Source: an optimization exercise on an open RTL-to-GDS flow (aim: small area, a short achievable clock period and few clock cycles per item). Production flows keep margins and buffers that such runs may drop. Only simulation tests tie the RTL to the original design; equivalence was not proved. No activity file was given, so power comes from the tool's default toggle rates.

**flow/run.sh**
```bash
#!/bin/bash
# synth_recipe.tcl (not shown) runs the flow's synth.tcl, then flattens the netlist and writes it again
# the make line also repeats each setting of config.mk as NAME=value (left out here)
make -C /OpenROAD-flow-scripts/flow DESIGN_CONFIG=/design/flow/config.mk WORK_HOME=/design/flow/orfs CLKGATE_MAP_FILE= SYNTH_SCRIPT=/design/flow/synth_recipe.tcl finish
```
**flow/config.mk**
```make
export PLATFORM = sky130hd
export DESIGN_NAME = byte_pattern_replace_core
export DESIGN_NICKNAME = byte_pattern_replace_core
export VERILOG_FILES = /design/flow/design.v
export SDC_FILE = /design/flow/constraint.sdc
export NUM_CORES = 4
export LEC_CHECK = 0
export CAP_MARGIN = 20
export CORE_MARGIN = 2
export CORE_UTILIZATION = 55
export CTS_BUF_LIST = sky130_fd_sc_hd__clkbuf_8
export SETUP_SLACK_MARGIN = 4.0
export SLEW_MARGIN = 20
export TNS_END_PERCENT = 20
```
**flow/constraint.sdc**
```tcl
create_clock -name core_clock -period 6.5 [get_ports {clock}]
set_input_delay 1.3000 -clock core_clock [delete_from_list [all_inputs] [get_ports {clock}]]
set_output_delay 1.3000 -clock core_clock [all_outputs]
set_load 0.01 [all_outputs]
```
**flow/design.v**
```verilog
package bpr_pkg;
   localparam int unsigned PAT_BYTES = 16;
endpackage
module byte_pattern_replace_core (
   input  logic        clock,
   input  logic        reset,
   input  logic        req_valid,
   output logic        req_ready,
   input  logic [8:0]  req_data,
   output logic        rsp_valid,
   input  logic        rsp_ready,
   output logic [26:0] rsp_data,
   input  logic        csr_write_en,
   input  logic [2:0]  csr_index,
   input  logic [63:0] csr_write_data
);
   localparam int N = 17;    
   logic [15:0][7:0] pat_q, rpl_q;
   logic [4:0]       len_q;      
   logic [15:0]      lim_q;
   logic [63:0]      wd;
   logic [5:0]       cfg_en;
   assign wd = csr_write_data & {64{~reset}};
   always_comb begin
      for (int k = 0; k < 6; k++)
         cfg_en[k] = reset | (csr_write_en && csr_index == 3'(k));
   end
   always_ff @(posedge clock) begin
      if (cfg_en[0]) pat_q[7:0]  <= wd;
      if (cfg_en[1]) pat_q[15:8] <= wd;
      if (cfg_en[2]) rpl_q[7:0]  <= wd;
      if (cfg_en[3]) rpl_q[15:8] <= wd;
      if (cfg_en[4]) len_q <= (wd[4] && wd[3:0] != 4'd0) ? 5'd16 : wd[4:0];
      if (cfg_en[5]) lim_q <= wd[15:0];
   end
   logic [3:0]  lm1;
   logic        lz, l1, lim0;
   logic [15:0] len_oh;     
   logic [N-1:0] len_lt;    
   always_comb begin
      lm1  = 4'(len_q - 5'd1);
      lz   = len_q == 5'd0;
      l1   = len_q == 5'd1;
      lim0 = lim_q == 16'd0;
      for (int j = 0; j < 16; j++) len_oh[j] = len_q == 5'(j + 1);
      for (int p = 0; p < N; p++) len_lt[p] = 5'(p) < len_q;
   end
   logic        ib_v, ib_rp, ib_e;
   logic        rs1;         
   logic [7:0]  ib_b;
   logic [15:0] eq_q;        
   logic        dlast;       
   logic [N-1:0][7:0] qb;
   logic [N-1:0] qe, qr, qn;
   logic [4:0]  occ;         
   logic        room;        
   logic        has_com;     
   logic [3:0]  fill;        
   logic [4:0]  rix;         
   logic [15:0] dv;          
   logic [15:0] cnt_in;      
   logic        allow_q;     
   logic        full_q;      
   logic        ready_q;
   logic        rp_go;
   logic [4:0]  rp_left;
   logic        x_inc;
   logic        ov, o_rep, o_rend, o_done;
   logic [7:0]  o_byte;
   logic [15:0] cnt_out;
   logic        run_start, prev_done;
   logic [3:0]  rep_idx;
   logic        accept, push, load, rp_read;
   logic [15:0] dn, dv_n;
   logic        eql, hit, do_rep, full, clr, emit;
   logic        dnl, dvl, dlast_n;
   logic [3:0]  fill_new;
   logic        rend0, x_set;
   logic [N-1:0] rend_set;
   logic [7:0]  ib_in;
   logic [15:0] eq_in;
   logic [15:0] cnt_p1;
   logic        allow_cmp, f0_ge, f1_ge;
   assign accept = req_valid && ready_q;
   assign push   = ib_v && !ib_rp && room;
   always_comb begin
      dn[0] = eq_q[0];
      for (int j = 1; j < 16; j++) dn[j] = dv[j-1] && eq_q[j];
      eql     = |(eq_q & len_oh);
      hit     = eql && (dlast || l1);
      do_rep  = hit && allow_q;
      full    = full_q;
      clr     = ib_e || do_rep;
      emit    = clr || lz || full;     
      if (clr || lz)  fill_new = 4'd0;
      else if (full)  fill_new = lm1;
      else            fill_new = fill + 4'd1;
      rend0 = clr || lz || (full && l1);
      rend_set = '0;
      for (int p = 1; p < 16; p++)
         rend_set[p] = len_oh[p] && full && !clr;
      x_set = do_rep && ({1'b0, fill} >= len_q);
      cnt_p1    = cnt_in + 16'd1;
      allow_cmp = lim0 || (cnt_in < lim_q);
      f0_ge     = !lz && (fill >= lm1);
      f1_ge     = !lz && ({1'b0, fill} + 5'd1 >= {1'b0, lm1});
      if (csr_write_en)       dv_n = '0;
      else if (push)          dv_n = clr ? 16'd0 : dn;
      else if (ib_v && ib_rp) dv_n = dn;
      else                    dv_n = dv;
      dnl = |(dn[14:0] & len_oh[15:1]);
      dvl = |(dv[14:0] & len_oh[15:1]);
      if (csr_write_en)       dlast_n = 1'b0;
      else if (push)          dlast_n = !clr && dnl;
      else if (ib_v && ib_rp) dlast_n = dnl;
      else                    dlast_n = dvl;
   end
   logic [7:0]  ent_b;
   logic        ent_e, ent_r, ent_n;
   logic [15:0] base, cnt_run;
   logic        gt1;
   always_comb begin
      load  = has_com && (!ov || rsp_ready);
      ent_b = qb[rix];
      ent_e = qe[rix];
      ent_r = qr[rix];
      ent_n = qn[rix];
      base    = prev_done ? 16'd0 : cnt_out;
      gt1     = occ > {1'b0, fill} + 5'd1;
      cnt_run = ((ent_r || x_inc) && base != 16'hFFFF) ? base + 16'd1 : base;
      rp_read = (rp_left != 5'd0) && !csr_write_en;
      ib_in   = rs1 ? ib_b : req_data[8:1];
      for (int j = 0; j < 16; j++) eq_in[j] = ib_in == pat_q[j];
   end
   logic [4:0] occ_n, rix_n;
   logic [4:0] rp_left_n;
   logic       rp_go_n, ib_v_n;
   always_comb begin
      case ({push, load})
         2'b10:   occ_n = occ + 5'd1;
         2'b01:   occ_n = occ - 5'd1;
         default: occ_n = occ;
      endcase
      if (rp_read) rix_n = rix - 5'd1;
      else case ({push, load})
         2'b10:   rix_n = occ;
         2'b01:   rix_n = occ - 5'd2;
         default: rix_n = occ - 5'd1;
      endcase
      rp_go_n   = csr_write_en && (fill != 4'd0 || ib_v);
      rp_left_n = csr_write_en ? 5'd0 : rp_go ? {1'b0, fill} : rp_read ? rp_left - 5'd1 : rp_left;
      ib_v_n    = accept || rs1 || (ib_v && !ib_rp && !push);
   end
   always_ff @(posedge clock) begin
      if (reset) begin
         ib_v      <= 1'b0;
         ib_rp     <= 1'b0;
         rs1       <= 1'b0;
         occ       <= '0;
         room      <= 1'b1;
         has_com   <= 1'b0;
         fill      <= '0;
         rix       <= 5'h1F;
         cnt_in    <= '0;
         allow_q   <= 1'b1;
         full_q    <= 1'b0;
         ready_q   <= 1'b0;
         rp_go     <= 1'b0;
         rp_left   <= '0;
         x_inc     <= 1'b0;
         ov        <= 1'b0;
         cnt_out   <= '0;
         run_start <= 1'b1;
         prev_done <= 1'b0;
         rep_idx   <= '0;
      end else begin
         ib_v    <= ib_v_n;
         if (accept) ib_rp <= 1'b0;
         else if (rs1) ib_rp <= 1'b1;
         rs1     <= rp_read;
         occ     <= occ_n;
         room    <= occ_n < 5'(N);
         has_com <= (push && emit) || (load ? gt1 : has_com);
         rix     <= rix_n;
         rp_go   <= rp_go_n;
         rp_left <= rp_left_n;
         ready_q <= !rp_go_n && rp_left_n == 5'd0 && !rp_read && (!ib_v_n || occ_n < 5'(N));
         if (push) begin
            fill   <= fill_new;
            cnt_in <= ib_e ? 16'd0 : (do_rep && cnt_in != 16'hFFFF) ? cnt_p1 : cnt_in;
            allow_q <= ib_e || (do_rep ? (lim0 || cnt_p1 != lim_q) : allow_cmp);
            full_q  <= (clr || lz) ? l1 : (full ? !lz : f1_ge);
         end else begin
            allow_q <= allow_cmp;
            full_q  <= f0_ge;
         end
         if (push && x_set) x_inc <= 1'b1;
         else if (load && run_start) x_inc <= 1'b0;
         ov <= load || (ov && !rsp_ready);
         if (load) begin
            run_start <= ent_n;
            prev_done <= ent_n && ent_e;
            if (run_start) cnt_out <= cnt_run;
            if (ent_r) rep_idx <= (rep_idx == lm1) ? 4'd0 : rep_idx + 4'd1;
         end
      end
   end
   always_ff @(posedge clock) begin
      if (accept) begin
         ib_b <= req_data[8:1];
         ib_e <= req_data[0];
      end else if (rp_read) begin
         ib_b <= ent_b;
         ib_e <= 1'b0;
      end
      if (accept || rs1) eq_q <= eq_in;
      dv    <= dv_n;
      dlast <= dlast_n;
      if (push) begin
         qb[0] <= ib_b;
         qe[0] <= ib_e;
         qr[0] <= do_rep;
         qn[0] <= rend0;
         for (int p = 1; p < N; p++) begin
            qb[p] <= qb[p-1];
            qe[p] <= qe[p-1];
            qr[p] <= qr[p-1] || (do_rep && len_lt[p]);
            qn[p] <= qn[p-1] || rend_set[p];
         end
      end
      if (load) begin
         o_byte <= ent_r ? rpl_q[rep_idx] : ent_b;
         o_rep  <= ent_r;
         o_rend <= ent_n;
         o_done <= ent_n && ent_e;
      end
   end
   assign req_ready = ready_q;
   assign rsp_valid = ov;
   assign rsp_data  = {o_byte, o_rep, o_rend, o_done, cnt_out};
endmodule
```
==> results of run 1 <==
layer usage:
metal | GRT usage | up-vias
met5 | 0 | -
met4 | 0.0708 | 0
met3 | 0.0428 | 97
met2 | 0.439 | 497
met1 | 0.376 | 8216
li1 | - | 7358
stage by stage:
stage | setup WS [ns] | hold slack (ns) | power, mW
after floorplan | 1.61 | 0.421 | 5.08
after global placement | 1.97 | 0.426 | 5.36
after detailed placement | 1.91 | 0.429 | 5.38
after CTS | 3.82 | 0.433 | 8.35
after global routing | 3.81 | 0.430 | 8.60
final | 3.87 | 0.430 | 8.28
synthesized netlist by cell type, types with 6 or more instances:
master | number | area, um2
a41o_1 | 6 | 60.1
clkbuf_1 | 53 | 199
o31ai_1 | 8 | 60.1
nand2_1 | 117 | 439
nand4_1 | 44 | 275
mux4_2 | 93 | 2090
a31oi_1 | 14 | 87.6
nor4_1 | 10 | 62.6
and3_1 | 11 | 68.8
o211ai_1 | 25 | 188
nand2b_1 | 7 | 43.8
o21ai_2 | 10 | 87.6
buf_4 | 8 | 60.1
inv_1 | 59 | 221
and2_1 | 7 | 43.8
ha_1 | 51 | 638
mux2_2 | 20 | 225
buf_2 | 23 | 115
buf_6 | 7 | 78.8
nor2b_1 | 81 | 507
a211oi_1 | 8 | 60.1
a21o_1 | 19 | 143
nand3_1 | 35 | 175
xnor2_1 | 27 | 236
nor3_1 | 22 | 110
nor3b_1 | 8 | 60.1
nor2_1 | 97 | 364
o21ai_0 | 56 | 280
a21oi_1 | 44 | 220
edfxtp_1 | 500 | 15000
a22oi_1 | 9 | 67.6
dfxtp_1 | 84 | 1680
mux2i_1 | 17 | 170
a31o_2 | 9 | 78.8
xor2_1 | 152 | 1330
worst paths after layout:
| kind | start | endpoint | slack, ns | depth (start not counted) |
|---|---|---|---|---|
| max | o_byte[7]$_DFFE_PP_ | rsp_data[26] | 3.87 | 1 |
| max reg2reg | cnt_in[0]$_SDFFE_PP0P_ | allow_q$_SDFF_PP1_ | 3.92 | 8 |
| min | qb[29]$_DFFE_PP_ | qb[37]$_DFFE_PP_ | 0.43 | 0 |
| min reg2reg | qb[29]$_DFFE_PP_ | qb[37]$_DFFE_PP_ | 0.43 | 0 |
area by class of cell:
type | instances | area share
flip-flops and latches | 584 | 0.545
multi-input cells | 1090 | 0.303
repair buffers | 196 | 0.0625
clock buffers | 100 | 0.0448
well taps | 615 | 0.0251
clock inverters | 68 | 0.0105
inverters | 62 | 0.00831
repair inverters | 1 | 0.000163
diodes | 1 | 0.0000815
report_power, final:
group	total, mW	internal (mW)	leakage, nW	switching, mW
registers	4.48	4.36	5.44	0.126
logic	0.896	0.395	4.49	0.501
clock network	2.90	1.46	1.00	1.44
logic make-up (layout without fill, tap and decap cells):
kind of cell	count (synthesis)	after routing	share of synthesized area
compound gates	250	250	0.0654
xor+xnor	179	179	0.0595
fa+ha+maj	51	51	0.0242
buf+inv	158	427	0.0267
flops	584	584	0.634
mux	131	131	0.0951
other cells	0	1	0
simple gates	477	479	0.0954
sequential cells by signal, indices dropped and copies added (netlist names), 8 cells and up:
name     cells
dv          15
lim_q       16
rpl_q      128
qn          17
qr          17
cnt_in      16
cnt_out     16
o_byte       8
eq_q        16
qe          17
pat_q      128
qb         136
ib_b         8
what timing repair did:
| action | CTS | global route |
|---|---|---|
| endpoints found under the setup margin | 573 | 518 |
| gates cloned | 5 | 0 |
| resized for setup | 193 | 43 |
| pin swaps | 15 | 8 |
| buffers inserted | 52 | 5 |
| endpoints found under the hold margin | 0 | 0 |
==> impl_metrics.ini, run 1 <==
[sta]
slew_headroom = 0.313
tns_ns = 0
slew_viol_final = 0
setup_viol = 0
hold_viol = 0
worstMarginPinSlew_ns = 1.03
fin_crit_sh = 0.404
period_minus_slack_ns = 2.63
fmax_ghz = 0.381
skew_ns = 0.0259
grt_setup_unrepaired = true

[finish]
fin_nets = 2162
layout_commonest_cell = edfxtp_1
design_area_mm2 = 0.0307
synthToLayoutAreaGrowth_pct = 16.5
layout.cells.non_filler = 2717
layout_common_cells = edfxtp_1, xor2_1, nand2_1, clkbuf_8, nor2_1
fill_cells = 3562
post-route-util = 0.646
drive_above_1_share = 0.220
seq_area_mm2 = 0.0167
multi_input_area_mm2 = 0.00931

[hold_path]
hp-class = reg2reg

[yosys]
seq_area_frac_synth = 0.634
synth-seq-cells = 584
synth-edff-count = 500
yosysUniqueCellTypes = 81
synth_nets = 1962
ys_warn_count = 1
ys.flop_type = edfxtp_1
syn_inst = 1830
syn_area_per_cell_um2 = 14.4
async_flop_share = 0
syn_area_mm2 = 0.0263

[job]
drv_cap = 0

[clock_network]
cts.hold.buffers_added = 0
clock_latency_ns = 0.69
clkTransAtPathRegs_ns = 0.06
h-tree-depth = 3
root_buffer = clkbuf_8
cts_buffer_depth = 3
cts_tree = yes
cts_sinks = 584
numCtsBuffers = 95

[drt]
via_per_inst = 5.95
topRoutingLayerUsed = met4
wl_per_cell_um = 24.1
drt-initial-drc-count = 1281
dr_wl_met3_um = 2940
vias = 16168
drt.antenna.violating_nets = 0
drt_wl_total_um = 65400
wl_met2_um = 31900
drc_errors = 0
drt-pass1-iter-count = 5
wl_met1_um = 29200

[setup_path]
slowest_delay_ns = 0.41
worstPathCellList = clkdlybuf4s15_2
critical_path.max_fanout = 1
cp_num_buf_inv = 1
critPathLaunchType = register
cpMaxStageDelayCell = edfxtp_1
endpoint_kind = primary output
arrival_ns = 1.33
worstSetupPathType = reg2out
cp_top_family = flip-flops
required_ns = 5.20

[global_routing]
antenna_found_initial = 3
grt_max_degree = 85
track_usage = 0.267
grt_first_pass_wirelength_um = 99700
grt_pass1_vias = 16432
grt_overflow = 0

[placed_design]
routabilityCongestion = 0.876
hpwl_um = 42400
post-place-cells = 2486
dpl_cell_area_mm2 = 0.0281
port_buffers = 109

[floorplanning]
die_area_mm2 = 0.0497
coreArea_mm2 = 0.0475
rows = 80
fp.dieW_um = 223
io_pins = 110
start_util = 0.554
dieHeight_um = 223

[power_and_ir_drop]
vdd_ir_drop_max_uv = 161
power_leakage_nw = 10.9
p_per_area_mw_per_mm2 = 270

[run_status]
status = finished clean
Testbench counts, summed over its fixed seeds: cycles 23,020, bytes 22,436.
==> inputs of run 2 (changes only) <==
--- a/flow/config.mk
+++ b/flow/config.mk
@@ -13,2 +13,2 @@
 export SLEW_MARGIN = 20
-export TNS_END_PERCENT = 20
+export TNS_END_PERCENT = 5
==> run 2 against run 1 <==
Effect of this change:
- wire length decreased by 0.11%
- register-to-register slack got worse by 0.09 ns
- global-route usage decreased by 0.54 points
- critical path depth increased by 7
- clock skew increased by 0.0021 ns
- synthesized cell count unchanged
- die area unchanged
- final cell count increased by 0.48%
- non-clock buffer count increased by 3
- setup slack got worse by 0.041 ns
- sequential share of layout area decreased by 0.20 points
==> impl_metrics.ini, run 2 <==
[yosys]
async_flop_share = 0
seq_area_frac_synth = 0.634
synth-seq-cells = 584
synth_xor_area_frac = 0.0595
ys_top_cells_by_count = edfxtp_1, xor2_1, nand2_1
ys_warn_count = 1
synth.most_common_cell = edfxtp_1
synth_nets = 1962
post-synth-top-area-fraction = 0.570
synth_area_leaders = edfxtp_1, mux4_2, dfxtp_1
synth-edff-count = 500
yosysUniqueCellTypes = 81
synth_mux_area_frac = 0.0951
synth.largest_area_cell = edfxtp_1
synth_top_family_by_area = simple AND/OR/NAND/NOR gates
synth_compound_area_frac = 0.0654
syn_area_mm2 = 0.0263
syn_area_per_cell_um2 = 14.4
syn_inst = 1830
ys.flop_type = edfxtp_1
synth-simple-area-share = 0.0954
synthAdderAreaFrac = 0.0242

[setup_path]
r2r_start = cnt_in[1]$_SDFFE_PP0P_
cp_top_family = simple AND/OR/NAND/NOR gates
arrival_ns = 3.20
required_ns = 7.03
endpoint_kind = register
rrSetupSlack_ns = 3.83
cp_num_buf_inv = 1
worstReg2RegEnd = allow_q$_SDFF_PP1_
crit_path_start = cnt_in[1]$_SDFFE_PP0P_
worstPathCellList = ha_4 -> inv_1 -> or3_1 -> a21oi_1 -> mux2i_1 -> or4_1 -> nor4_2 -> a31oi_1
critPathLaunchType = register
cpMaxStageDelayCell = dfxtp_1
critical_path.max_fanout = 6
r2r_cells = 8
worstSetupPathType = reg2reg
slowest_delay_ns = 0.49

[placed_design]
routabilityCongestion = 0.882
hpwl_um = 41300
port_buffers = 109
dpl_cell_area_mm2 = 0.0280
dpl_worst_slack_ns = 1.92
post-place-cells = 2483

[clock_network]
numCtsBuffers = 97
cts.hold.buffers_added = 0
clock_latency_ns = 0.69
h-tree-depth = 3
cts_buffer_depth = 3
cts_sinks = 584
cts_tree = yes
root_buffer = clkbuf_8
clkTransAtPathRegs_ns = 0.06

[floorplanning]
start_util = 0.554
rows = 80
coreArea_mm2 = 0.0475
die_area_mm2 = 0.0497
dieHeight_um = 223
fp.dieW_um = 223
io_pins = 110

[drt]
drc_errors = 0
wl_per_cell_um = 23.9
drt.antenna.violating_nets = 0
drt_wl_total_um = 65400
vias = 16304
drt-pass1-iter-count = 6
drt-initial-drc-count = 1399
via_per_inst = 5.97

[power_and_ir_drop]
p_per_area_mw_per_mm2 = 272
vdd_ir_drop_max_uv = 209
comb_power_share = 0.108
intPower_mw = 6.28
switchingPower_mw = 2.10
seq_power_share = 0.535
power_leakage_nw = 10.9
switching_share = 0.251
total_power_mw = 8.38
p_clk_frac = 0.357

[sta]
hold_viol = 0
fmax_ghz = 0.375
skew_ns = 0.0280
setup_slack_ns = 3.83
slew_viol_final = 0
fin_crit_sh = 0.410
worstMarginPinSlew_ns = 0.954
period_minus_slack_ns = 2.67
tns_ns = 0
setup_viol = 0
grt_setup_unrepaired = true
slew_headroom = 0.362

[finish]
layout_common_cells = edfxtp_1, xor2_1, nand2_1, clkbuf_8, nor2_1
synthToLayoutAreaGrowth_pct = 16.8
reg.largest.list = qb: 136 flops, pat_q: 128 flops, rpl_q: 128 flops
drive_above_1_share = 0.214
largest_reg_flops = 136
fin_nets = 2167
fill_cells = 3581
seq_area_mm2 = 0.0167
design_area_mm2 = 0.0308
multi_input_area_mm2 = 0.00927
layout.cells.non_filler = 2730
top_register = qb
layout_commonest_cell = edfxtp_1

[global_routing]
grt_overflow = 0
grt_first_pass_wirelength_um = 97600
grt_pass1_vias = 16004
antenna_found_initial = 3
track_usage = 0.262
grt_max_degree = 98

[hold_path]
hold_depth = 0
hp-start = qb[100]$_DFFE_PP_
hp-class = reg2reg
holdPathEnd = qb[108]$_DFFE_PP_

[run_status]
status = finished clean

[job]
drv_cap = 0
run 2: cell types whose count changed in the layout (fill, tap and decap cells not counted), moves of 3 or more:
| cell | delta |
|---|---|
| nand2_2 | +3 |
| clkinv_1 | +3 |
| clkdlybuf4s15_1 | +7 |
| clkbuf_8 | +4 |
| clkbuf_2 | -3 |
| buf_2 | +9 |
| dfxtp_1 | +7 |
| nand2_4 | -3 |
| buf_6 | -18 |
| o21ai_1 | -4 |
| dfxtp_4 | -5 |
run 2: worst max-delay path by stage:
stage | end | slack (ns) | cells past startpoint
2_1_floorplan | ready_q$_SDFF_PP0_ | 1.61 | 13
3_3_place_gp | ready_q$_SDFF_PP0_ | 2.05 | 12
3_5_place_dp | ready_q$_SDFF_PP0_ | 1.92 | 12
4_1_cts | req_ready | 3.83 | 1
5_1_grt | allow_q$_SDFF_PP1_ | 3.78 | 8
6_report | allow_q$_SDFF_PP1_ | 3.83 | 8
run 2: area by class of cell:
cell class,count,area share
clock inverter,74,0.0112
timing repair buffer,199,0.0643
tap,615,0.0250
sequential,584,0.543
inverter,62,0.00841
multi-input combinational,1091,0.301
clock buffer,104,0.0465
antenna,1,0.0000813
run 2: through the flow:
stage          utilization  hold slack, ns
2_1_floorplan            -           0.421
3_3_place_gp         0.589           0.424
3_5_place_dp         0.590           0.430
4_1_cts              0.641           0.442
5_1_grt              0.647           0.445
6_report             0.647           0.435
run 2: power by group through the flow:
stage                     combinational (mW)  sequential [mW]  clock, mW
after floorplan                        0.563             4.52          0
after global placement                 0.777             4.58          0
after detailed placement               0.789             4.58          0
after CTS                              0.884             4.49       3.06
after global routing                   0.976             4.51       3.21
final                                  0.904             4.49       2.99
run 2: logic make-up (layout without fill, tap and decap cells):
logic type | after synthesis | in the layout
simple gates | 477 | 479
buf+inv | 158 | 439
flops | 584 | 584
xor+xnor | 179 | 179
mux | 131 | 131
other cells | 0 | 1
fa+ha+maj | 51 | 51
compound gates | 250 | 251
run 2: timing repair:
| item | CTS | global route |
|---|---|---|
| endpoints found under the setup margin | 444 | 413 |
| pin swaps | 13 | 9 |
| hold endpoints to repair | 0 | 0 |
| setup buffers | 37 | 22 |
| gates cloned | 5 | 4 |
| resized for setup | 164 | 25 |
run 2: layer usage:
layer / track usage / wire, um / vias to the layer above
met5: 0 / 0 / -
met4: 0.0740 / 1750 / 0
met3: 0.0419 / 3430 / 125
met2: 0.418 / 30900 / 540
met1: 0.377 / 29300 / 8274
li1: - / - / 7365
==> inputs of run 3 (changes only) <==
--- a/flow/config.mk
+++ b/flow/config.mk
@@ -10,5 +10,3 @@
 export CORE_UTILIZATION = 55
-export CTS_BUF_LIST = sky130_fd_sc_hd__clkbuf_8
 export SETUP_SLACK_MARGIN = 4.0
 export SLEW_MARGIN = 20
-export TNS_END_PERCENT = 5
==> run 3 against run 2 <==
Effect of this change:
- combinational power increased by 6.4%
- via count about the same
- sequential share of layout area decreased by 2.0 points
- register-to-register slack improved by 0.20 ns
- hold slack improved by 0.0049 ns
- final cell count decreased by 0.92%
- first-iteration DRC count increased by 1.4%
- largest cell class unchanged
- largest power group unchanged
==> impl_metrics.ini, run 3 <==
[floorplanning]
die_area_mm2 = 0.0497
dieHeight_um = 223
io_pins = 110
start_util = 0.554
coreArea_mm2 = 0.0475
fp.dieW_um = 223
rows = 80

[placed_design]
port_buffers = 109
hpwl_um = 43200
dpl_cell_area_mm2 = 0.0281
routabilityCongestion = 0.893

[yosys]
synth-edff-count = 500
synth_mux_area_frac = 0.0951
syn_area_per_cell_um2 = 14.4
synth.most_common_cell = edfxtp_1
ys.flop_type = edfxtp_1
synth_xor_area_frac = 0.0595
synth-simple-area-share = 0.0954
seq_area_frac_synth = 0.634
ys_warn_count = 1
synth-seq-cells = 584
synth_top_family_by_area = simple AND/OR/NAND/NOR gates
syn_area_mm2 = 0.0263
synthAdderAreaFrac = 0.0242
synth_area_leaders = edfxtp_1, mux4_2, dfxtp_1
async_flop_share = 0
yosysUniqueCellTypes = 81
synth_nets = 1962
synth_compound_area_frac = 0.0654
synth.largest_area_cell = edfxtp_1
ys_top_cells_by_count = edfxtp_1, xor2_1, nand2_1
syn_inst = 1830
post-synth-top-area-fraction = 0.570

[setup_path]
arrival_ns = 2.99
critical_path.max_fanout = 11
rrSetupSlack_ns = 4.03
r2r_cells = 10
worstSetupPathType = in2reg
required_ns = 6.98
endpoint_kind = register
worstReg2RegEnd = cnt_out[2]$_SDFFE_PP0P_
critPathLaunchType = input port
r2r_start = rix[0]$_SDFF_PP1_

[finish]
drive_above_1_share = 0.260
reg.largest.list = qb: 136 flops, pat_q: 128 flops, rpl_q: 128 flops
design_area_mm2 = 0.0320
fin_nets = 2170
largest_reg_flops = 136
synthToLayoutAreaGrowth_pct = 21.5
top_register = qb
layout_common_cells = edfxtp_1, xor2_1, nand2_1, mux4_2, nor2_1
layout_commonest_cell = edfxtp_1
post-route-util = 0.673
antenna_cells = 0

[sta]
setup_viol = 0
tns_ns = 0
slew_viol_final = 0
slew_headroom = 0.303
hold_viol = 0
worstMarginPinSlew_ns = 1.04
fin_crit_sh = 0.385
fin_hold_ws_ns = 0.440
grt_setup_unrepaired = true
skew_ns = 0.0250
period_minus_slack_ns = 2.50
fmax_ghz = 0.399

[drt]
drc_errors = 0
vias = 16299
drt.antenna.violating_nets = 0
drt-pass1-iter-count = 5
wl_per_cell_um = 24.9
drt_wl_total_um = 67400
via_per_inst = 6.03
drt-initial-drc-count = 1419

[power_and_ir_drop]
vdd_ir_drop_max_uv = 256
power_leakage_nw = 11.3
p_per_area_mw_per_mm2 = 286
total_power_mw = 9.17
comb_power_share = 0.105
seq_power_share = 0.490
switchingPower_mw = 2.16
intPower_mw = 7.01
switching_share = 0.236
p_clk_frac = 0.405

[clock_network]
numCtsBuffers = 66
h-tree-depth = 3
clock_latency_ns = 0.60
root_buffer = clkbuf_16
clkTransAtPathRegs_ns = 0.06
cts_tree = yes
cts_sinks = 584
cts_buffer_depth = 3

[global_routing]
grt_first_pass_wirelength_um = 101000
track_usage = 0.274
grt_pass1_vias = 16093
grt_max_degree = 69
grt_overflow = 0
antenna_found_initial = 0

[hold_path]
hp-start = qe[10]$_DFFE_PP_
holdPathEnd = qe[11]$_DFFE_PP_
hp-class = reg2reg
hold_depth = 0

[job]
drv_cap = 0

[run_status]
status = finished clean
-- run 3: cell counts after synthesis --
Identical to the previous run, type by type.
-- run 3: how the worst max path moves through the flow --
stage / slack, ns / from / to / cells after the start
2_1_floorplan: 1.63 / ib_v$_SDFF_PP0_ / ready_q$_SDFF_PP0_ / 13
3_3_place_gp: 2.15 / rsp_ready / ready_q$_SDFF_PP0_ / 12
3_5_place_dp: 2.10 / rsp_ready / ready_q$_SDFF_PP0_ / 12
4_1_cts: 3.80 / req_valid / ready_q$_SDFF_PP0_ / 6
5_1_grt: 3.92 / rix[0]$_SDFF_PP1_ / cnt_out[2]$_SDFFE_PP0P_ / 10
6_report: 4.00 / csr_write_en / ready_q$_SDFF_PP0_ / 6
-- run 3: critical path, cell delays in order --
cell	delay [ns]
clkdlybuf4s15_2	0.34
a21oi_2	0.49
nand2_1	0.13
xor2_1	0.16
o21ai_0	0.18
a2111oi_2	0.38
-- run 3: cell type report --
type                       instances  area [um2]
clock buffer                      86        1890
clock inverter                    34         299
sequential                       584       16800
tap                              615         769
timing repair buffer             227        2300
fill                            3350       15500
inverter                          62         272
multi-input combinational       1096        9710
timing repair inverter             1        8.76
-- run 3: metrics by stage --
step | instances | setup WS [ns]
floorplan | 1830 | 1.63
CTS | 2662 | 3.80
finish | 2705 | 4.00
global route | 2705 | 3.92
global placement | 2481 | 2.15
detailed placement | 2482 | 2.10
-- run 3: cells by family after synthesis --
logic type	after synthesis
AOI/OAI and AO/OA	250
xor gates and xnor gates	179
adders and majority gates	51
buffers and inverters	158
DFF	584
muxes	131
and+or+nand+nor	477
-- run 3: routing by layer --
| metal | track usage | wire length [um] |
|---|---|---|
| met4 | 0.0911 | 2260 |
| met1 | 0.380 | 28600 |
| met2 | 0.440 | 32400 |
| met5 | 0 | 0 |
| met3 | 0.0527 | 4210 |
-- run 3: timing repair --
action                                  in CTS  in global routing
hold buffers                                 0                  0
pin swaps                                   18                 24
gates cloned                                 7                  3
endpoints found under the setup margin     536                329
gates resized for setup                    228                 99
setup buffers                               53                 40
-- run 3: power groups by stage --
stage	Clock, mW	Sequential [mW]	Combinational [mW]
finish	3.72	4.49	0.962
global route	3.92	4.51	1.03
CTS	3.78	4.49	0.899
detailed placement	0	4.59	0.793
global placement	0	4.58	0.779
floorplan	0	4.51	0.571
==> inputs of run 4 (changes only) <==
--- a/flow/config.mk
+++ b/flow/config.mk
@@ -10,3 +10,3 @@
 export CORE_UTILIZATION = 55
-export SETUP_SLACK_MARGIN = 4.0
+export SETUP_SLACK_MARGIN = 3.6
 export SLEW_MARGIN = 20
==> run 4 against run 3 <==
Effect of this change:
- wire length is 3.5% lower
- sequential power about the same
- clock power is 7.3% lower
- synthesized area unchanged
- critical endpoint unchanged
==> impl_metrics.ini, run 4 <==
[clock_network]
cts_buffer_depth = 3
root_buffer = clkbuf_16
clkTransAtPathRegs_ns = 0.06
cts_tree = yes
h-tree-depth = 2
clock_latency_ns = 0.62
numCtsBuffers = 60
cts_sinks = 584
cts.hold.buffers_added = 0

[placed_design]
port_buffers = 109
routabilityCongestion = 0.881
dpl_worst_slack_ns = 1.88
hpwl_um = 42400
dpl_cell_area_mm2 = 0.0280

[setup_path]
rrSetupSlack_ns = 3.71
arrival_ns = 3.36
worstSetupPathType = in2reg
endpoint_kind = register
r2r_cells = 8
required_ns = 6.99
worstReg2RegEnd = allow_q$_SDFF_PP1_
r2r_start = cnt_in[1]$_SDFFE_PP0P_
critical_path.max_fanout = 8
critPathLaunchType = input port

[drt]
drt.antenna.violating_nets = 0
drt_wl_total_um = 65100
via_per_inst = 6.04
vias = 15851
drt-pass1-iter-count = 5
drt-initial-drc-count = 1408
drc_errors = 0
wl_per_cell_um = 24.8

[yosys]
ys_warn_count = 1
async_flop_share = 0
ys_top_cells_by_count = edfxtp_1, xor2_1, nand2_1
synth-seq-cells = 584
yosysUniqueCellTypes = 81
ys.flop_type = edfxtp_1
post-synth-top-area-fraction = 0.570
synth-edff-count = 500
synth.most_common_cell = edfxtp_1
synth_nets = 1962
seq_area_frac_synth = 0.634
synth_area_leaders = edfxtp_1, mux4_2, dfxtp_1
syn_area_mm2 = 0.0263
syn_inst = 1830
synth.largest_area_cell = edfxtp_1
syn_area_per_cell_um2 = 14.4

[power_and_ir_drop]
power_leakage_nw = 10.7
p_per_area_mw_per_mm2 = 288
vdd_ir_drop_max_uv = 233

[sta]
fmax_ghz = 0.348
skew_ns = 0.0169
setup_slack_ns = 3.63
fin_crit_sh = 0.442
hold_viol = 0
period_minus_slack_ns = 2.87
setup_viol = 0
worstMarginPinSlew_ns = 1.06
tns_ns = 0
slew_headroom = 0.296
grt_setup_unrepaired = true
slew_viol_final = 0

[finish]
synthToLayoutAreaGrowth_pct = 15.7
reg.largest.list = qb: 136 flops, pat_q: 128 flops, rpl_q: 128 flops
top_register = qb
design_area_mm2 = 0.0305
drive_above_1_share = 0.179
layout_commonest_cell = edfxtp_1
largest_reg_flops = 136
fin_nets = 2089
antenna_cells = 0
layout_common_cells = edfxtp_1, xor2_1, nand2_1, nor2_1, clkdlybuf4s50_1

[global_routing]
grt_max_degree = 188
track_usage = 0.263
grt_pass1_vias = 15599
antenna_found_initial = 1
grt_first_pass_wirelength_um = 97400
grt_overflow = 0

[hold_path]
hold_depth = 0
hp-start = qb[113]$_DFFE_PP_
hp-class = reg2reg
holdPathEnd = qb[121]$_DFFE_PP_

[floorplanning]
coreArea_mm2 = 0.0475
io_pins = 110
dieHeight_um = 223
die_area_mm2 = 0.0497
start_util = 0.554
rows = 80
fp.dieW_um = 223

[job]
drv_cap = 0

[run_status]
status = finished clean
run 4: cell counts after synthesis:
Identical to the previous run, type by type.
run 4: per-stage QoR:
stage | util | power (mW) | hold slack (ns) | cells
3_5_place_dp | 0.590 | 5.39 | 0.427 | 2479
2_1_floorplan | - | 5.08 | 0.421 | 1830
3_3_place_gp | 0.590 | 5.37 | 0.424 | 2479
4_1_cts | 0.636 | 8.86 | 0.438 | 2609
5_1_grt | 0.641 | 9.10 | 0.444 | 2623
6_report | 0.641 | 8.80 | 0.437 | 2623
run 4: kinds of logic (layout without fill, tap and decap cells):
kind of cell | Yosys count | in the layout | synth area share
XOR/XNOR | 179 | 179 | 0.0595
AO/OA/AOI/OAI | 250 | 251 | 0.0654
adder cells (fa/ha/maj) | 51 | 51 | 0.0242
buffers and inverters | 158 | 335 | 0.0267
flip-flops | 584 | 584 | 0.634
AND/OR/NAND/NOR | 477 | 477 | 0.0954
multiplexers | 131 | 131 | 0.0951
run 4: metal layers:
metal  routed length [um]  track usage
met1                28400        0.367
met2                32000        0.437
met3                 3420       0.0402
met4                 1150       0.0658
met5                   18            0
run 4: repair_timing:
item | CTS | global route
gates resized for setup | 30 | 39
cloned | 1 | 0
endpoints found under the hold margin | 0 | 0
setup buffers | 16 | 14
endpoints found under the setup margin | 240 | 160
pin swaps | 3 | 6
run 4: where the power goes:
group	leakage [nW]	internal, mW	switching, mW
sequential	5.44	4.36	0.134
clock	0.963	2.02	1.43
combinational	4.27	0.367	0.491
total	10.7	6.74	2.06
run 4: area by class of cell:
cell class | count | area, um2
Multi-Input combinational cell | 1089 | 9210
Clock inverter | 30 | 318
Fill cell | 3529 | 17000
Tap cell | 615 | 769
Timing Repair Buffer | 160 | 1570
Sequential cell | 584 | 16700
Clock buffer | 83 | 1660
Inverter | 62 | 250
run 4: critical path, stage by stage:
cell and delay [ns]:
dlygate4sd2_1 0.27, nand2b_4 0.17, nand2_4 0.09, clkinvlp_4 0.15, ha_4 0.31, buf_4 0.16
nor3_1 0.06, a21o_1 0.17, a221oi_2 0.30, nor3_2 0.09, a2111oi_0 0.28
run 4: worst max path at each step:
| stage | start | to | cells past startpoint |
|---|---|---|---|
| floorplan | ib_v$_SDFF_PP0_ | ready_q$_SDFF_PP0_ | 13 |
| global placement | rsp_ready | ready_q$_SDFF_PP0_ | 12 |
| detailed placement | rsp_ready | ready_q$_SDFF_PP0_ | 12 |
| CTS | req_valid | ready_q$_SDFF_PP0_ | 6 |
| global route | req_valid | ready_q$_SDFF_PP0_ | 6 |
| finish | rsp_ready | ready_q$_SDFF_PP0_ | 11 |
==> inputs of run 5 (changes only) <==
--- a/flow/config.mk
+++ b/flow/config.mk
@@ -9,4 +9,6 @@
 export CORE_MARGIN = 2
-export CORE_UTILIZATION = 55
-export SETUP_SLACK_MARGIN = 3.6
+export CORE_UTILIZATION = 65
+export CTS_BUF_LIST = sky130_fd_sc_hd__clkbuf_8
+export SETUP_SLACK_MARGIN = 4.0
 export SLEW_MARGIN = 20
+export TNS_END_PERCENT = 20
==> run 5 against run 4 <==
Effect of this change:
- critical path type is now reg2out
- final cell count grew 0.99%
- sequential share of layout area shrank 0.77 points
- setup slack gained 0.21 ns
- sequential power about the same
- largest cell class unchanged
- highest routed layer unchanged
==> impl_metrics.ini, run 5 <==
[floorplanning]
fp.dieW_um = 205
start_util = 0.660
io_pins = 110
die_area_mm2 = 0.0422
dieHeight_um = 205
rows = 73
coreArea_mm2 = 0.0399

[clock_network]
clkTransAtPathRegs_ns = 0.07
cts.hold.buffers_added = 0
cts_tree = yes
cts_buffer_depth = 3
numCtsBuffers = 93
h-tree-depth = 3
cts_sinks = 584
clock_latency_ns = 0.70
root_buffer = clkbuf_8

[sta]
worstMarginPinSlew_ns = 0.963
fin_crit_sh = 0.409
grt_setup_unrepaired = true
tns_ns = 0
period_minus_slack_ns = 2.66
fin_hold_ws_ns = 0.436
slew_headroom = 0.357
slew_viol_final = 0
hold_viol = 0
fmax_ghz = 0.376
setup_viol = 0
skew_ns = 0.0344

[yosys]
syn_area_mm2 = 0.0263
ys.flop_type = edfxtp_1
syn_inst = 1830
synth_area_leaders = edfxtp_1, mux4_2, dfxtp_1
syn_area_per_cell_um2 = 14.4
synth.largest_area_cell = edfxtp_1
post-synth-top-area-fraction = 0.570
synth-edff-count = 500
synth_nets = 1962
ys_top_cells_by_count = edfxtp_1, xor2_1, nand2_1
yosysUniqueCellTypes = 81
async_flop_share = 0
synth-seq-cells = 584
synth.most_common_cell = edfxtp_1
seq_area_frac_synth = 0.634
ys_warn_count = 1

[setup_path]
critPathLaunchType = register
worstSetupPathType = reg2out
cpMaxStageDelayCell = edfxtp_1
required_ns = 5.20
cp_top_family = flip-flops
r2r_start = rix[0]$_SDFF_PP1_
critical_path.max_fanout = 1
endpoint_kind = primary output
cp_num_buf_inv = 1
worstPathCellList = clkdlybuf4s15_1
crit_path_start = o_done$_DFFE_PP_
arrival_ns = 1.36
slowest_delay_ns = 0.40

[finish]
seq_area_mm2 = 0.0167
synthToLayoutAreaGrowth_pct = 17.5
multi_input_area_mm2 = 0.00941
layout_common_cells = edfxtp_1, xor2_1, nand2_1, clkbuf_8
drive_above_1_share = 0.226
top_register = qb
fill_cells = 2355
largest_reg_flops = 136
layout_commonest_cell = edfxtp_1
reg.largest.list = qb: 136 flops, pat_q: 128 flops, rpl_q: 128 flops
fin_nets = 2175

[drt]
vias = 16769
drc_errors = 0
via_per_inst = 6.33
wl_per_cell_um = 25.1
drt_wl_total_um = 66400
drt-pass1-iter-count = 6
drt-initial-drc-count = 1729
drt.antenna.violating_nets = 0

[global_routing]
grt_overflow = 0
antenna_found_initial = 3
grt_first_pass_wirelength_um = 99700
track_usage = 0.321
grt_max_degree = 95
grt_pass1_vias = 16695

[placed_design]
hpwl_um = 41700
port_buffers = 109
routabilityCongestion = 0.907

[job]
drv_cap = 0

[hold_path]
hp-class = reg2reg
hp-start = qb[80]$_DFFE_PP_

[run_status]
status = finished clean

[power_and_ir_drop]
power_leakage_nw = 11.1
p_per_area_mw_per_mm2 = 276
vdd_ir_drop_max_uv = 276
[run 5: changes by cell type in the layout (fill, tap and decap cells not counted), moves of 12 or more]
cell	before	now
clkbuf_1	16	0
buf_4	43	75
clkbuf_8	7	102
inv_1	55	84
clkdlybuf4s50_1	94	76
clkdlybuf4s15_1	0	12
clkbuf_16	60	0
clkinv_1	9	21
[run 5: metrics by stage]
stage / power (mW) / area [um2] / util / instances / worst slack (ns)
after floorplan: 5.08 / 26400 / - / 1830 / 1.61
final: 8.53 / 31000 / 0.775 / 2649 / 3.84
after global placement: 5.34 / 27900 / 0.699 / 2396 / 2.00
after detailed placement: 5.37 / 27900 / 0.699 / 2396 / 1.91
after global routing: 8.81 / 30900 / 0.775 / 2648 / 3.78
after CTS: 8.52 / 30700 / 0.769 / 2635 / 3.79
[run 5: worst paths after layout]
| kind | end | slack [ns] | cells past startpoint |
|---|---|---|---|
| setup / recovery | rsp_data[16] | 3.84 | 1 |
| hold / removal | qb[88]$_DFFE_PP_ | 0.44 | 0 |
| setup reg to reg | o_byte[7]$_DFFE_PP_ | 3.86 | 6 |
| hold reg to reg | qb[88]$_DFFE_PP_ | 0.44 | 0 |
[run 5: per-layer routing]
layer | global-route usage | part of all wire | vias up | wire length, um
li1 | - | - | 7394 | -
met1 | 0.441 | 0.40 | 8336 | 26600
met2 | 0.515 | 0.48 | 891 | 32000
met3 | 0.0683 | 0.083 | 146 | 5530
met4 | 0.116 | 0.033 | 2 | 2190
met5 | 0 | 0.00020 | - | 13
[run 5: area by class of cell]
| class | count | area share |
|---|---|---|
| Sequential cell | 584 | 0.540 |
| Multi-Input combinational cell | 1092 | 0.304 |
| Timing Repair Buffer | 209 | 0.0665 |
| Clock buffer | 102 | 0.0454 |
| Tap cell | 525 | 0.0212 |
| Clock inverter | 73 | 0.0139 |
| Inverter | 62 | 0.00821 |
| Timing Repair inverter | 1 | 0.000162 |
| Antenna cell | 1 | 0.0000809 |
[run 5: repair_timing]
item	4_1_cts	5_1_grt
pin swaps	15	22
setup buffers	57	13
gates resized for setup	144	55
endpoints found under the setup margin	604	334
gates cloned	7	0
[run 5: logic make-up (layout without fill, tap and decap cells)]
kind of cell	Yosys count	in the layout	share of synthesized area
AO/OA/AOI/OAI	250	252	0.0654
XOR/XNOR	179	179	0.0595
adder cells (fa/ha/maj)	51	51	0.0242
buffers and inverters	158	447	0.0267
flip-flops	584	584	0.634
multiplexers	131	131	0.0951
other	0	1	0
AND/OR/NAND/NOR	477	479	0.0954
[run 5: report_power, final]
group          internal (mW)  switching (mW)
sequential              4.36           0.135
combinational          0.415           0.519
clock                   1.62            1.49
==> inputs of run 6 (changes only) <==
==> flow/flow/run.sh (new file) <==
#!/bin/bash
# The standard layout, with the port buffers made from buf_4 cells instead of the
# resizer's default choice.  standard.sh's output goes to standard.log.
set -e
export BUFFER_PORTS_ARGS="-buffer_cell sky130_fd_sc_hd__buf_4"
bash standard.sh > standard.log 2>&1
==> flow/standard.sh (new file) <==
#!/bin/bash
# synth_recipe.tcl (not shown) runs the flow's synth.tcl, then flattens the netlist and writes it again
# the make line also repeats each setting of config.mk as NAME=value (left out here)
make -C /OpenROAD-flow-scripts/flow DESIGN_CONFIG=/design/flow/config.mk WORK_HOME=/design/flow/orfs CLKGATE_MAP_FILE= SYNTH_SCRIPT=/design/flow/synth_recipe.tcl "${@:-finish}"
--- a/flow/config.mk
+++ b/flow/config.mk
@@ -9,3 +9,3 @@
 export CORE_MARGIN = 2
-export CORE_UTILIZATION = 65
+export CORE_UTILIZATION = 55
 export CTS_BUF_LIST = sky130_fd_sc_hd__clkbuf_8
removed: flow/run.sh
==> run 6 against run 5 <==
Effect of this change:
- still clean
- clock skew down 0.0023 ns
- sequential share of layout area grew 0.56 points
- count of clock-buffer cells in the layout grew 6
- critical endpoint is now qn[1]$_DFFE_PP_
==> impl_metrics.ini, run 6 <==
[power_and_ir_drop]
power_leakage_nw = 11.0
switchingPower_mw = 2.11
p_clk_frac = 0.356
comb_power_share = 0.109
p_per_area_mw_per_mm2 = 274
intPower_mw = 6.28
vdd_ir_drop_max_uv = 220
switching_share = 0.251
seq_power_share = 0.535

[setup_path]
critical_path.max_fanout = 15
required_ns = 6.92
worstPathCellList = buf_6 -> buf_6 -> buf_4 -> nor2b_4 -> buf_6 -> a32oi_1 -> and4_4 -> a41oi_4 -> buf_6 -> nor2_4 -> buf_12 -> a31o_2
r2r_start = len_q[1]$_SDFFCE_PP0P_
r2r_cells = 12
cpMaxStageDelayCell = edfxtp_1
crit_path_start = len_q[1]$_SDFFCE_PP0P_
arrival_ns = 3.00
crit_top_cell = buf_6
slowest_delay_ns = 0.42
endpoint_kind = register
worstSetupPathType = reg2reg
critPathLaunchType = register

[sta]
worstMarginPinSlew_ns = 0.902
skew_ns = 0.0321
fin_crit_sh = 0.397
slew_headroom = 0.397
slew_viol_final = 0
period_minus_slack_ns = 2.58
fmax_ghz = 0.387
tns_ns = 0
grt_setup_unrepaired = true
hold_viol = 0
setup_viol = 0

[yosys]
synth_nets = 1962
synth-edff-count = 500
ys_warn_count = 1
yosysUniqueCellTypes = 81
synth.most_common_cell = edfxtp_1
syn_area_mm2 = 0.0263
ys_top_cells_by_count = edfxtp_1, xor2_1, nand2_1
synth_area_leaders = edfxtp_1, mux4_2, dfxtp_1
post-synth-top-area-fraction = 0.570
synth-seq-cells = 584
syn_area_per_cell_um2 = 14.4
async_flop_share = 0
seq_area_frac_synth = 0.634
synth.largest_area_cell = edfxtp_1
ys.flop_type = edfxtp_1
syn_inst = 1830

[global_routing]
grt_first_pass_wirelength_um = 99600
antenna_found_initial = 4
track_usage = 0.269
grt_pass1_vias = 16131
grt_max_degree = 98
grt_overflow = 0

[drt]
drt-initial-drc-count = 1329
drt-pass1-iter-count = 5
via_per_inst = 5.97
vias = 16232
wl_per_cell_um = 24.5
drt_wl_total_um = 66400
drt.antenna.violating_nets = 0
drc_errors = 0

[clock_network]
clkTransAtPathRegs_ns = 0.06
clock_latency_ns = 0.68
cts_tree = yes
cts.hold.buffers_added = 0
cts_sinks = 584
root_buffer = clkbuf_8
h-tree-depth = 3
numCtsBuffers = 96
cts_buffer_depth = 3

[finish]
largest_reg_flops = 136
synthToLayoutAreaGrowth_pct = 16.3
multi_input_area_mm2 = 0.00936
seq_area_mm2 = 0.0167
layout_commonest_cell = edfxtp_1
drive_above_1_share = 0.264
reg.largest.list = qb: 136 flops, pat_q: 128 flops, rpl_q: 128 flops
fill_cells = 3567
fin_nets = 2160
layout_common_cells = edfxtp_1, buf_4, xor2_1, nand2_1, clkbuf_8
top_register = qb
design_area_mm2 = 0.0306

[hold_path]
hp-start = qe[4]$_DFFE_PP_
hp-class = reg2reg
hold_depth = 0

[floorplanning]
fp.dieW_um = 223
io_pins = 110
die_area_mm2 = 0.0497
start_util = 0.554
rows = 80
coreArea_mm2 = 0.0475
dieHeight_um = 223

[placed_design]
hpwl_um = 41900
dpl_cell_area_mm2 = 0.0277
routabilityCongestion = 0.918
port_buffers = 109

[run_status]
status = finished clean

[job]
drv_cap = 0
-- run 6: worst paths after layout --
path | endpoint | slack, ns
max | qn[1]$_DFFE_PP_ | 3.92
min | qe[5]$_DFFE_PP_ | 0.44
min reg2reg | qe[5]$_DFFE_PP_ | 0.44
max reg2reg | qn[1]$_DFFE_PP_ | 3.92
-- run 6: metrics by stage --
step	power (mW)	utilization	hold slack, ns	instances	setup slack [ns]
after floorplan	5.08	-	0.421	1830	1.61
after global placement	5.35	0.584	0.425	2482	2.33
after detailed placement	5.36	0.584	0.430	2482	2.16
after CTS	8.44	0.639	0.434	2705	3.85
after global routing	8.69	0.644	0.442	2717	3.88
final	8.39	0.644	0.436	2717	3.92
-- run 6: routing by layer --
metal,part of all wire,wire length [um],track usage
met5,0.00020,13,0
met4,0.019,1290,0.0710
met3,0.062,4100,0.0510
met2,0.48,32000,0.437
met1,0.44,29000,0.379
-- run 6: kinds of logic after synthesis --
logic type	Yosys count	synth area share
AO/OA/AOI/OAI	250	0.0654
multiplexers	131	0.0951
AND/OR/NAND/NOR	477	0.0954
XOR/XNOR	179	0.0595
adder cells (fa/ha/maj)	51	0.0242
flip-flops	584	0.634
buffers and inverters	158	0.0267
-- run 6: timing repair --
action                                  4_1_cts  5_1_grt
endpoints found under the setup margin      338      306
pin swaps                                    26        5
buffers inserted                             45       11
resized for setup                            84       45
cloned                                        7        0
-- run 6: worst max-delay path, delay by kind of cell, from the launching register on --
kind	cells	cell delay (ns)
compound gates	3	0.59
simple gates	3	0.47
flops	1	0.42
buf+inv	6	0.85
-- run 6: power groups by stage --
stage / clock, mW / combinational, mW / sequential [mW]
final: 2.98 / 0.916 / 4.49
after CTS: 3.05 / 0.903 / 4.49
after floorplan: 0 / 0.564 / 4.52
after global routing: 3.19 / 0.988 / 4.51
after detailed placement: 0 / 0.772 / 4.59
after global placement: 0 / 0.762 / 4.58
-- run 6: final cells by class --
type,count,area share
antenna,1,0.0000817
clock buffer,108,0.0485
clock inverter,63,0.00915
inverter,62,0.00845
multi-input combinational,1090,0.305
sequential,584,0.546
tap,615,0.0251
timing repair buffer,194,0.0573
==> inputs of run 7 (changes only) <==
--- a/flow/config.mk
+++ b/flow/config.mk
@@ -7,2 +7,3 @@
 export LEC_CHECK = 0
+export ABC_AREA = 1
 export CAP_MARGIN = 20
==> run 7 against run 6 <==
Effect of this change:
- still clean on timing, DRC and antenna
- power up 17%
- register-to-register slack improved by 0.13 ns
- final cell count grew 29%
- via count rose by 21%
- critical endpoint is now rsp_data[26]
- largest cell class unchanged
- largest power group unchanged
- highest routed layer is now met4
==> impl_metrics.ini, run 7 <==
[run_status]
status = finished clean

[setup_path]
critPathLaunchType = register
slowest_delay_ns = 0.47
cp_num_buf_inv = 1
cp_top_family = flip-flops
required_ns = 5.20
worstSetupPathType = reg2out
endpoint_kind = primary output
worstPathCellList = buf_6
cpMaxStageDelayCell = edfxtp_1
arrival_ns = 1.31
critical_path.max_fanout = 1

[finish]
synthToLayoutAreaGrowth_pct = 15.2
fin_nets = 2902
layout_commonest_cell = edfxtp_1
post-route-util = 0.639
layout_common_cells = edfxtp_1, nand2_1, nor2_1, inv_1, o21ai_0
largest_reg_flops = 136
design_area_mm2 = 0.0312
layout.cells.non_filler = 3511
top_register = qb
drive_above_1_share = 0.146
reg.largest.list = qb: 136 flops, pat_q: 128 flops, rpl_q: 128 flops

[sta]
slew_headroom = 0.391
grt_setup_unrepaired = true
tns_ns = 0
fin_crit_sh = 0.402
worstMarginPinSlew_ns = 0.906
setup_viol = 0
period_minus_slack_ns = 2.61
skew_ns = 0.0281
hold_viol = 0
slew_viol_final = 0
fmax_ghz = 0.382

[drt]
drt-initial-drc-count = 1707
drt.antenna.violating_nets = 0
drc_errors = 0
drt_wl_total_um = 70200
vias = 19597
wl_per_cell_um = 20.0
via_per_inst = 5.58
drt-pass1-iter-count = 7

[yosys]
synth_xor_area_frac = 0.0444
seq_area_frac_synth = 0.617
synth.largest_area_cell = edfxtp_1
synth_top_family_by_area = simple AND/OR/NAND/NOR gates
yosysUniqueCellTypes = 52
synth-edff-count = 500
synth.most_common_cell = edfxtp_1
synth-simple-area-share = 0.164
post-synth-top-area-fraction = 0.555
synth_mux_area_frac = 0.00518
async_flop_share = 0
syn_inst = 2612
synth_compound_area_frac = 0.0926
syn_area_mm2 = 0.0271
ys.flop_type = edfxtp_1
ys_warn_count = 1
synthAdderAreaFrac = 0.0236
syn_area_per_cell_um2 = 10.4
synth-seq-cells = 584
synth_nets = 2744
ys_top_cells_by_count = edfxtp_1, nand2_1, nor2_1
synth_area_leaders = edfxtp_1, dfxtp_1, nand2_1

[clock_network]
h-tree-depth = 3
root_buffer = clkbuf_8
numCtsBuffers = 97
cts_sinks = 584
clock_latency_ns = 0.69
clkTransAtPathRegs_ns = 0.06
cts_tree = yes
cts_buffer_depth = 3

[power_and_ir_drop]
switchingPower_mw = 2.96
seq_power_share = 0.490
vdd_ir_drop_max_uv = 185
power_leakage_nw = 12.0
switching_share = 0.303
p_clk_frac = 0.315
comb_power_share = 0.195
p_per_area_mw_per_mm2 = 314
intPower_mw = 6.82

[placed_design]
post-place-cells = 3294
routabilityCongestion = 0.968
dpl_cell_area_mm2 = 0.0285
hpwl_um = 45700
port_buffers = 109

[floorplanning]
io_pins = 110
start_util = 0.555
die_area_mm2 = 0.0510
coreArea_mm2 = 0.0487
dieHeight_um = 226
fp.dieW_um = 226
rows = 81

[global_routing]
antenna_found_initial = 1
grt_first_pass_wirelength_um = 105000
track_usage = 0.272
grt_pass1_vias = 18463
grt_max_degree = 191
grt_overflow = 0

[hold_path]
hp-class = reg2reg

[job]
drv_cap = 0
==> run 7: stage by stage <==
| stage | worst slack (ns) | power (mW) | hold slack [ns] |
|---|---|---|---|
| 2_1_floorplan | 2.75 | 5.99 | 0.421 |
| 5_1_grt | 3.82 | 10.2 | 0.446 |
| 3_3_place_gp | 2.72 | 6.54 | 0.422 |
| 6_report | 3.89 | 9.78 | 0.442 |
| 3_5_place_dp | 2.70 | 6.58 | 0.426 |
| 4_1_cts | 3.85 | 9.73 | 0.441 |
==> run 7: cell type report <==
cell class                 instances  area, um2
multi-input combinational       1664       9250
inverter                         249        991
clock buffer                     105       1450
antenna                            1       2.50
sequential                       584      16700
fill                            4012      17600
clock inverter                    70        388
tap                              664        831
timing repair buffer             174       1560
==> run 7: worst paths after layout <==
kind / to / cells past startpoint / slack [ns] / startpoint
worst max-delay path: rsp_data[26] / 1 / 3.89 / o_byte[7]$_DFFE_PP_
worst min-delay path: qb[93]$_DFFE_PP_ / 0 / 0.44 / qb[85]$_DFFE_PP_
worst max register to register: dv[3]$_SDFFE_PP0P_ / 9 / 4.05 / ib_v$_SDFF_PP0_
worst min register to register: qb[93]$_DFFE_PP_ / 0 / 0.44 / qb[85]$_DFFE_PP_
==> run 7: power groups by stage <==
stage,Clock (mW),Combinational [mW],Sequential [mW]
floorplan,0,1.22,4.76
global placement,0,1.69,4.85
detailed placement,0,1.72,4.86
CTS,3.14,1.80,4.78
global route,3.30,2.09,4.82
finish,3.09,1.90,4.79
==> run 7: layer usage <==
layer | vias up | global-route usage | routed length [um]
li1 | 9363 | - | -
met1 | 9472 | 0.381 | 30900
met2 | 647 | 0.441 | 33300
met3 | 115 | 0.0418 | 4160
met4 | 0 | 0.0820 | 1840
met5 | - | 0 | 0
==> run 7: cells by family after synthesis <==
kind of cell               count (synthesis)
buffers and inverters                    366
adders and majority gates                 51
muxes                                     14
xor gates and xnor gates                 137
DFF                                      584
AOI/OAI and AO/OA                        418
and+or+nand+nor                         1042
==> run 7: repair_timing <==
item | CTS | global route
pin swaps | 2 | 9
hold endpoints to repair | 0 | 0
resized for setup | 47 | 58
hold buffers | 0 | 0
buffers inserted | 23 | 12
cloned | 1 | 5
setup endpoints to repair | 442 | 268
==> inputs of run 8 (changes only) <==
--- a/flow/config.mk
+++ b/flow/config.mk
@@ -7,3 +7,2 @@
 export LEC_CHECK = 0
-export ABC_AREA = 1
 export CAP_MARGIN = 20
@@ -12,2 +11,4 @@
 export CTS_BUF_LIST = sky130_fd_sc_hd__clkbuf_8
+export CTS_CLUSTER_DIAMETER = 60
+export CTS_CLUSTER_SIZE = 20
 export SETUP_SLACK_MARGIN = 4.0
==> run 8 against run 7 <==
Effect of this change:
- still clean on timing, DRC and antenna
- flip-flop and latch count unchanged
- clock skew decreased by 0.0013 ns
- clock power decreased by 27%
- utilization decreased by 1.1 points
- highest routed layer is now met5
- global-route usage decreased by 0.91 points
==> impl_metrics.ini, run 8 <==
[global_routing]
grt_max_degree = 98
antenna_found_initial = 5
track_usage = 0.263
grt_overflow = 0
grt_pass1_vias = 15723
grt_first_pass_wirelength_um = 97800

[power_and_ir_drop]
total_power_mw = 7.65
vdd_ir_drop_max_uv = 318
p_per_area_mw_per_mm2 = 256
power_leakage_nw = 10.5

[setup_path]
critical_path.max_fanout = 1
required_ns = 5.20
worstSetupPathType = reg2out
cp_top_family = flip-flops
slowest_delay_ns = 0.48
arrival_ns = 1.30
critPathLaunchType = register
cp_num_buf_inv = 1
worstPathCellList = buf_6
endpoint_kind = primary output
cpMaxStageDelayCell = edfxtp_1

[finish]
layout_commonest_cell = edfxtp_1
top_register = qb
fill_cells = 3622
layout_common_cells = edfxtp_1, buf_4, xor2_1, nand2_1, mux4_2
post-route-util = 0.628
reg.largest.list = qb: 136 flops, pat_q: 128 flops, rpl_q: 128 flops
design_area_mm2 = 0.0299
layout.cells.non_filler = 2620
fin_nets = 2101
largest_reg_flops = 136
synthToLayoutAreaGrowth_pct = 13.3
drive_above_1_share = 0.250

[placed_design]
routabilityCongestion = 0.918
dpl_worst_slack_ns = 2.16
dpl_cell_area_mm2 = 0.0277
post-place-cells = 2482
hpwl_um = 41900
port_buffers = 109

[clock_network]
cts_buffer_depth = 3
h-tree-depth = 2
clock_latency_ns = 0.66
clkTransAtPathRegs_ns = 0.11
numCtsBuffers = 46
cts_sinks = 584
root_buffer = clkbuf_8
cts_tree = yes
cts.hold.buffers_added = 0

[hold_path]
hp-class = reg2reg

[drt]
dr_wl_met3_um = 3350
via_per_inst = 6.06
drt-initial-drc-count = 1283
topRoutingLayerUsed = met5
drt-pass1-iter-count = 7
wl_met2_um = 31400
wl_met1_um = 29100
vias = 15881
drt_wl_total_um = 65300
drt.antenna.violating_nets = 0
wl_per_cell_um = 24.9
drc_errors = 0

[sta]
fin_hold_ws_ns = 0.453
hold_viol = 0
grt_setup_unrepaired = true
setup_viol = 0
setup_slack_ns = 3.90
fin_crit_sh = 0.401
slew_headroom = 0.380
period_minus_slack_ns = 2.60
tns_ns = 0
skew_ns = 0.0268
slew_viol_final = 0
fmax_ghz = 0.384
worstMarginPinSlew_ns = 0.929

[job]
drv_cap = 0

[yosys]
syn_area_mm2 = 0.0263
seq_area_frac_synth = 0.634
ys_top_cells_by_count = edfxtp_1, xor2_1, nand2_1
syn_inst = 1830
syn_area_per_cell_um2 = 14.4
synth.largest_area_cell = edfxtp_1
synth-seq-cells = 584
synth.most_common_cell = edfxtp_1
ys.flop_type = edfxtp_1
yosysUniqueCellTypes = 81
post-synth-top-area-fraction = 0.570
ys_warn_count = 1
synth-edff-count = 500
async_flop_share = 0
synth_nets = 1962
synth_area_leaders = edfxtp_1, mux4_2, dfxtp_1

[floorplanning]
rows = 80
die_area_mm2 = 0.0497
dieHeight_um = 223
start_util = 0.554
fp.dieW_um = 223
io_pins = 110
coreArea_mm2 = 0.0475

[run_status]
status = finished clean
==> run 8: cell types whose count changed after synthesis, sizes merged, moves of 82 or more <==
| cell | before | now |
|---|---|---|
| nand3 | 123 | 36 |
| mux4 | 0 | 93 |
| nor2 | 383 | 97 |
| nand2 | 429 | 117 |
| o21ai | 204 | 66 |
| inv | 243 | 60 |
| nor2b | 0 | 82 |
==> run 8: final timing paths <==
path | to | cells past startpoint | startpoint | slack (ns)
hold reg to reg | qb[43]$_DFFE_PP_ | 0 | qb[35]$_DFFE_PP_ | 0.45
hold / removal | qb[43]$_DFFE_PP_ | 0 | qb[35]$_DFFE_PP_ | 0.45
setup reg to reg | qn[11]$_DFFE_PP_ | 10 | len_q[0]$_SDFFCE_PP0P_ | 3.95
setup / recovery | rsp_data[24] | 1 | o_byte[5]$_DFFE_PP_ | 3.90
==> run 8: area by class of cell <==
cell class / instances / area [um2] / area share
Clock inverter: 34 / 383 / 0.0128
Antenna cell: 1 / 2.50 / 0.0000838
Inverter: 62 / 259 / 0.00868
Tap cell: 615 / 769 / 0.0258
Timing Repair Buffer: 185 / 1670 / 0.0559
Multi-Input combinational cell: 1090 / 9370 / 0.314
Sequential cell: 584 / 16700 / 0.560
Clock buffer: 49 / 674 / 0.0226
==> run 8: per-layer routing <==
layer,global-route usage,vias to the layer above
met5,0,-
met4,0.0751,2
met3,0.0304,92
met2,0.427,509
met1,0.380,8081
li1,-,7197
==> run 8: what timing repair did <==
| item | CTS | global route |
|---|---|---|
| gates resized for setup | 85 | 46 |
| endpoints found under the setup margin | 340 | 362 |
| pin swaps | 24 | 15 |
| cloned | 7 | 0 |
| buffers inserted | 36 | 11 |
==> run 8: cell families after synthesis <==
group / count (synthesis) / synth area share
buf+inv: 158 / 0.0267
mux: 131 / 0.0951
compound gates: 250 / 0.0654
simple gates: 477 / 0.0954
flops: 584 / 0.634
xor+xnor: 179 / 0.0595
fa+ha+maj: 51 / 0.0242
==> run 8: report_power, final <==
part           switching (mW)  internal, mW  leakage [nW]
clock                    1.34         0.925         0.545
combinational           0.507         0.396          4.52
sequential              0.130          4.35          5.44

-- afterwards: timing with drivers on the ports --
In the flow no input, the clock included, has a driving cell. The finished layouts below were timed again as built, in two steps.
Step 1: set_driving_cell puts a clkbuf_16 on clock and a buf_2 on each other input, an assumption about the parent block.
Step 2 times the ports against the registers' clock, not the clock port: input delays grow and output delays shrink by t, the midpoint of the rising clock arrivals with the driver on.
Slacks: ideal ports / drivers / drivers and shift; pairs: ideal ports / drivers.
run | t (ns) | setup WS [ns] | cell pins on the clock port's net
run 1 | 0.730 | 3.874 / 3.818 / 3.242 | 1
run 2 | 0.732 | 3.833 / 3.828 / 3.222 | 1
run 3 | 0.649 | 3.996 / 3.962 / 3.372 | 1
run 4 | 0.669 | 3.629 / 3.581 / 2.990 | 1
run 5 | 0.736 | 3.839 / 3.784 / 3.241 | 1
run 6 | 0.724 | 3.918 / 3.866 / 3.224 | 1
run 7 | 0.724 | 3.885 / 3.832 / 3.256 | 1
run 8 | 0.707 | 3.895 / 3.841 / 3.282 | 1
After both steps every run listed still meets setup and hold. The setup slack of run 6, which loses most, moves by -0.052 ns with the drivers and by -0.694 ns with both steps.
